What follows belongs to an exercise in optimizing a design on an open flow for small area; a production flow would make more cautious choices. Function was checked by simulation only, so behaviour that the tests miss may differ from the original. Power is estimated from default activity; no workload was simulated.

Setup of run 3:
==> flow/design.v <==
package key_extract_reli_tx_pkg;
   localparam int PROP_DAT_BIT   = 0;
   localparam int PROP_NACK_BIT  = 1;
   localparam int PROP_LOCAL_BIT = 2;
   localparam int PROP_WIDTH     = 3;
   localparam int DEF_DST_IP_NO         = 104;
   localparam int DEF_SRC_IP_NO         = 0;
   localparam int DEF_IP_WIDTH          = 128;
   localparam int DEF_RSIP_INDEX_NO     = 241;
   localparam int DEF_RSIP_INDEX_WIDTH  = 5;
   localparam int DEF_PKT_PROPERTY_NO   = 246;
   typedef enum logic [1:0] {
      KEY_TYPE_MISS = 2'd0,
      KEY_TYPE_DAT  = 2'd1,
      KEY_TYPE_NACK = 2'd2
   } key_type_e;
   typedef enum logic [1:0] {
      SKID_EMPTY = 2'd0,
      SKID_ONE   = 2'd1,
      SKID_FULL  = 2'd2
   } skid_state_e;
   function automatic logic [1:0] classify(input logic [key_extract_reli_tx_pkg::PROP_WIDTH-1:0] prop);
      if (prop[key_extract_reli_tx_pkg::PROP_DAT_BIT] && prop[key_extract_reli_tx_pkg::PROP_LOCAL_BIT]) begin
         classify = key_extract_reli_tx_pkg::KEY_TYPE_DAT;
      end else if (prop[key_extract_reli_tx_pkg::PROP_NACK_BIT] && prop[key_extract_reli_tx_pkg::PROP_LOCAL_BIT]) begin
         classify = key_extract_reli_tx_pkg::KEY_TYPE_NACK;
      end else begin
         classify = key_extract_reli_tx_pkg::KEY_TYPE_MISS;
      end
   endfunction
endpackage
module reli_tx_skid_buf
#(
   parameter int DATA_WIDTH = 8
) (
   input  logic                  clk,
   input  logic                  rst,
   input  logic [DATA_WIDTH-1:0] in_data,
   input  logic                  in_valid,
   output logic                  in_ready,
   output logic [DATA_WIDTH-1:0] out_data,
   output logic                  out_valid,
   input  logic                  out_ready
);
   logic                  full_q, valid_q;
   logic [DATA_WIDTH-1:0] out_q, skid_q;
   logic                  push, pop;
   logic                  sel_in, sel_skid, sel_hold;
   assign in_ready  = !full_q && !rst;
   assign out_valid = valid_q;
   assign out_data  = out_q;
   assign push      = in_valid && in_ready;
   assign pop       = valid_q && out_ready;
   assign sel_in   = !full_q && (out_ready || !valid_q);
   assign sel_skid = full_q && out_ready;
   assign sel_hold = valid_q && !out_ready;
   always_ff @(posedge clk) begin
      if (rst) begin
         valid_q <= 1'b0;
         full_q  <= 1'b0;
      end else begin
         valid_q <= push || full_q || (valid_q && !out_ready);
         full_q  <= (full_q && !out_ready) || (valid_q && !full_q && push && !out_ready);
      end
   end
   always_ff @(posedge clk) begin
      out_q <= ({DATA_WIDTH{sel_in}}   & in_data)
             | ({DATA_WIDTH{sel_skid}} & skid_q)
             | ({DATA_WIDTH{sel_hold}} & out_q);
      if (!full_q) begin
         skid_q <= in_data;
      end
   end
endmodule
module key_extract_reli_tx
#(
   parameter int PKT_METADATA_WIDTH = 274,
   parameter int KEY_WIDTH          = 133,
   parameter int DST_IP_NO          = key_extract_reli_tx_pkg::DEF_DST_IP_NO,
   parameter int SRC_IP_NO          = key_extract_reli_tx_pkg::DEF_SRC_IP_NO,
   parameter int IP_WIDTH           = key_extract_reli_tx_pkg::DEF_IP_WIDTH,
   parameter int RSIP_INDEX_NO      = key_extract_reli_tx_pkg::DEF_RSIP_INDEX_NO,
   parameter int RSIP_INDEX_WIDTH   = key_extract_reli_tx_pkg::DEF_RSIP_INDEX_WIDTH,
   parameter int PKT_PROPERTY_NO    = key_extract_reli_tx_pkg::DEF_PKT_PROPERTY_NO,
   parameter int NACK_USE_SRC       = 1,
   parameter int FORWARD_MISS       = 1,
   parameter int CNT_WIDTH          = 16
) (
   input  logic                          clk,
   input  logic                          rst,
   input  logic [PKT_METADATA_WIDTH-1:0] s_pkt_metadata_info,
   input  logic                          s_pkt_metadata_valid,
   output logic                          s_pkt_metadata_ready,
   output logic [KEY_WIDTH-1:0]          m_key_info,
   output logic [1:0]                    m_key_type,
   output logic [PKT_METADATA_WIDTH-1:0] m_key_metadata,
   output logic                          m_key_valid,
   input  logic                          m_key_ready,
   input  logic                          stat_clr,
   output logic [CNT_WIDTH-1:0]          stat_dat_cnt,
   output logic [CNT_WIDTH-1:0]          stat_nack_cnt,
   output logic [CNT_WIDTH-1:0]          stat_miss_cnt
);
   logic [key_extract_reli_tx_pkg::PROP_WIDTH-1:0] in_prop, out_prop;
   logic [1:0]                  in_type, out_type;
   logic [KEY_WIDTH-1:0]        out_key;
   logic                        emit, accept;
   logic [PKT_METADATA_WIDTH-1:0] out_meta;
   assign in_prop = s_pkt_metadata_info[PKT_PROPERTY_NO +: key_extract_reli_tx_pkg::PROP_WIDTH];
   assign in_type = key_extract_reli_tx_pkg::classify(in_prop);
   assign emit   = (in_type != key_extract_reli_tx_pkg::KEY_TYPE_MISS) || (FORWARD_MISS != 0);
   assign accept = s_pkt_metadata_valid && s_pkt_metadata_ready;
   reli_tx_skid_buf #(
      .DATA_WIDTH (PKT_METADATA_WIDTH)
   ) u_skid_buf (
      .clk       (clk),
      .rst       (rst),
      .in_data   (s_pkt_metadata_info),
      .in_valid  (s_pkt_metadata_valid && emit),
      .in_ready  (s_pkt_metadata_ready),
      .out_data  (out_meta),
      .out_valid (m_key_valid),
      .out_ready (m_key_ready)
   );
   assign out_prop = out_meta[PKT_PROPERTY_NO +: key_extract_reli_tx_pkg::PROP_WIDTH];
   assign out_type = key_extract_reli_tx_pkg::classify(out_prop);
   always_comb begin
      out_key = '0;
      case (out_type)
         key_extract_reli_tx_pkg::KEY_TYPE_DAT: begin
            out_key[IP_WIDTH-1:0]                 = out_meta[DST_IP_NO +: IP_WIDTH];
            out_key[IP_WIDTH +: RSIP_INDEX_WIDTH] = out_meta[RSIP_INDEX_NO +: RSIP_INDEX_WIDTH];
         end
         key_extract_reli_tx_pkg::KEY_TYPE_NACK: begin
            out_key[IP_WIDTH-1:0]                 = (NACK_USE_SRC != 0) ? out_meta[SRC_IP_NO +: IP_WIDTH]
                                                                        : out_meta[DST_IP_NO +: IP_WIDTH];
            out_key[IP_WIDTH +: RSIP_INDEX_WIDTH] = out_meta[RSIP_INDEX_NO +: RSIP_INDEX_WIDTH];
         end
         default: out_key = '0;
      endcase
   end
   assign m_key_type     = out_type;
   assign m_key_info     = out_key;
   assign m_key_metadata = out_meta;
   always_ff @(posedge clk) begin
      if (rst || stat_clr) begin
         stat_dat_cnt  <= '0;
         stat_nack_cnt <= '0;
         stat_miss_cnt <= '0;
      end else if (accept) begin
         case (in_type)
            key_extract_reli_tx_pkg::KEY_TYPE_DAT:  stat_dat_cnt  <= stat_dat_cnt + CNT_WIDTH'(1);
            key_extract_reli_tx_pkg::KEY_TYPE_NACK: stat_nack_cnt <= stat_nack_cnt + CNT_WIDTH'(1);
            default:       stat_miss_cnt <= stat_miss_cnt + CNT_WIDTH'(1);
         endcase
      end
   end
endmodule
clock: 4.0 ns
lec_check: 0
cap_margin: 20
core_aspect_ratio: 0.4
core_margin: 2
core_utilization: 65
slew_margin: 20
standard.sh (not shown) runs the stock make flow with config.mk's settings and CLKGATE_MAP_FILE= SYNTH_SCRIPT=/design/flow/synth_recipe.tcl, a recipe that flattens the netlist after the stock synthesis.
==> flow/flow/run.sh <==
#!/bin/bash
set -euo pipefail
export BUFFER_PORTS_ARGS="-buffer_cell sky130_fd_sc_hd__buf_1"
export CTS_ARGS="-sink_clustering_enable -repair_clock_nets -dont_use_dummy_load -buf_list sky130_fd_sc_hd__clkbuf_4 -sink_clustering_size 10 -sink_clustering_max_diameter 35"
bash standard.sh > flow_make.log 2>&1
Inputs modified between run 3 and run 4:
--- a/flow/design.v
+++ b/flow/design.v
@@ -139,20 +139,18 @@
          default: out_key = '0;
       endcase
    end
    assign m_key_type     = out_type;
    assign m_key_info     = out_key;
    assign m_key_metadata = out_meta;
+   logic clr, inc_dat, inc_nack, inc_miss;
+   assign clr      = rst || stat_clr;
+   assign inc_dat  = accept && (in_type == key_extract_reli_tx_pkg::KEY_TYPE_DAT);
+   assign inc_nack = accept && (in_type == key_extract_reli_tx_pkg::KEY_TYPE_NACK);
+   assign inc_miss = accept && (in_type != key_extract_reli_tx_pkg::KEY_TYPE_DAT)
+                            && (in_type != key_extract_reli_tx_pkg::KEY_TYPE_NACK);
    always_ff @(posedge clk) begin
-      if (rst || stat_clr) begin
-         stat_dat_cnt  <= '0;
-         stat_nack_cnt <= '0;
-         stat_miss_cnt <= '0;
-      end else if (accept) begin
-         case (in_type)
-            key_extract_reli_tx_pkg::KEY_TYPE_DAT:  stat_dat_cnt  <= stat_dat_cnt + CNT_WIDTH'(1);
-            key_extract_reli_tx_pkg::KEY_TYPE_NACK: stat_nack_cnt <= stat_nack_cnt + CNT_WIDTH'(1);
-            default:       stat_miss_cnt <= stat_miss_cnt + CNT_WIDTH'(1);
-         endcase
-      end
+      stat_dat_cnt  <= clr ? '0 : stat_dat_cnt  + CNT_WIDTH'(inc_dat);
+      stat_nack_cnt <= clr ? '0 : stat_nack_cnt + CNT_WIDTH'(inc_nack);
+      stat_miss_cnt <= clr ? '0 : stat_miss_cnt + CNT_WIDTH'(inc_miss);
    end
 endmodule
==> results.txt <==
- Compared to run 3, run 4 shows a narrower setup margin.
- Diff run 4..run 3 | sequential cell area fraction in the yosys report | negligible
- Measured against each other, run 4 and run 3 differ in power density relative to cell area, the higher figure coming from run 4.
- Diff run 3 -> run 4: flip-flop and latch area stayed essentially flat, number of cells after detailed placement -29, post-synth net total went down by 23.
- Diff run 4 and run 3: fraction of met1 tracks used by global routing higher in run 3
- Diff run 3 -> run 4: area of all placed cells without fillers fell 150 sq um, sequential cell area share rose 0.35 points, area after detailed placement down about 0.6%.

what the ideal ports hide:
No port has a modelled driver above. Below, the same layouts with a new extraction and two added sets of constraints.
Step 1: set_driving_cell puts a clkbuf_16 on clk and a buf_2 on each other input, an assumption about the parent block.
Step 2 times the ports against the registers' clock, not the clock port: input delays grow and output delays shrink by t, the midpoint of the rising clock arrivals with the driver on.
Slacks: no drivers / after step 1 / after step 2; pairs: no drivers / after step 1.
run | t, ns | setup slack, ns | slew at the worst register clock pin (ns)
run 3 | 0.816 | 0.549 / 0.492 / 1.209 | 0.12 / 0.12
run 4 | 0.780 | 0.377 / 0.317 / 1.098 | 0.12 / 0.12
After both steps every run listed still meets setup and hold.
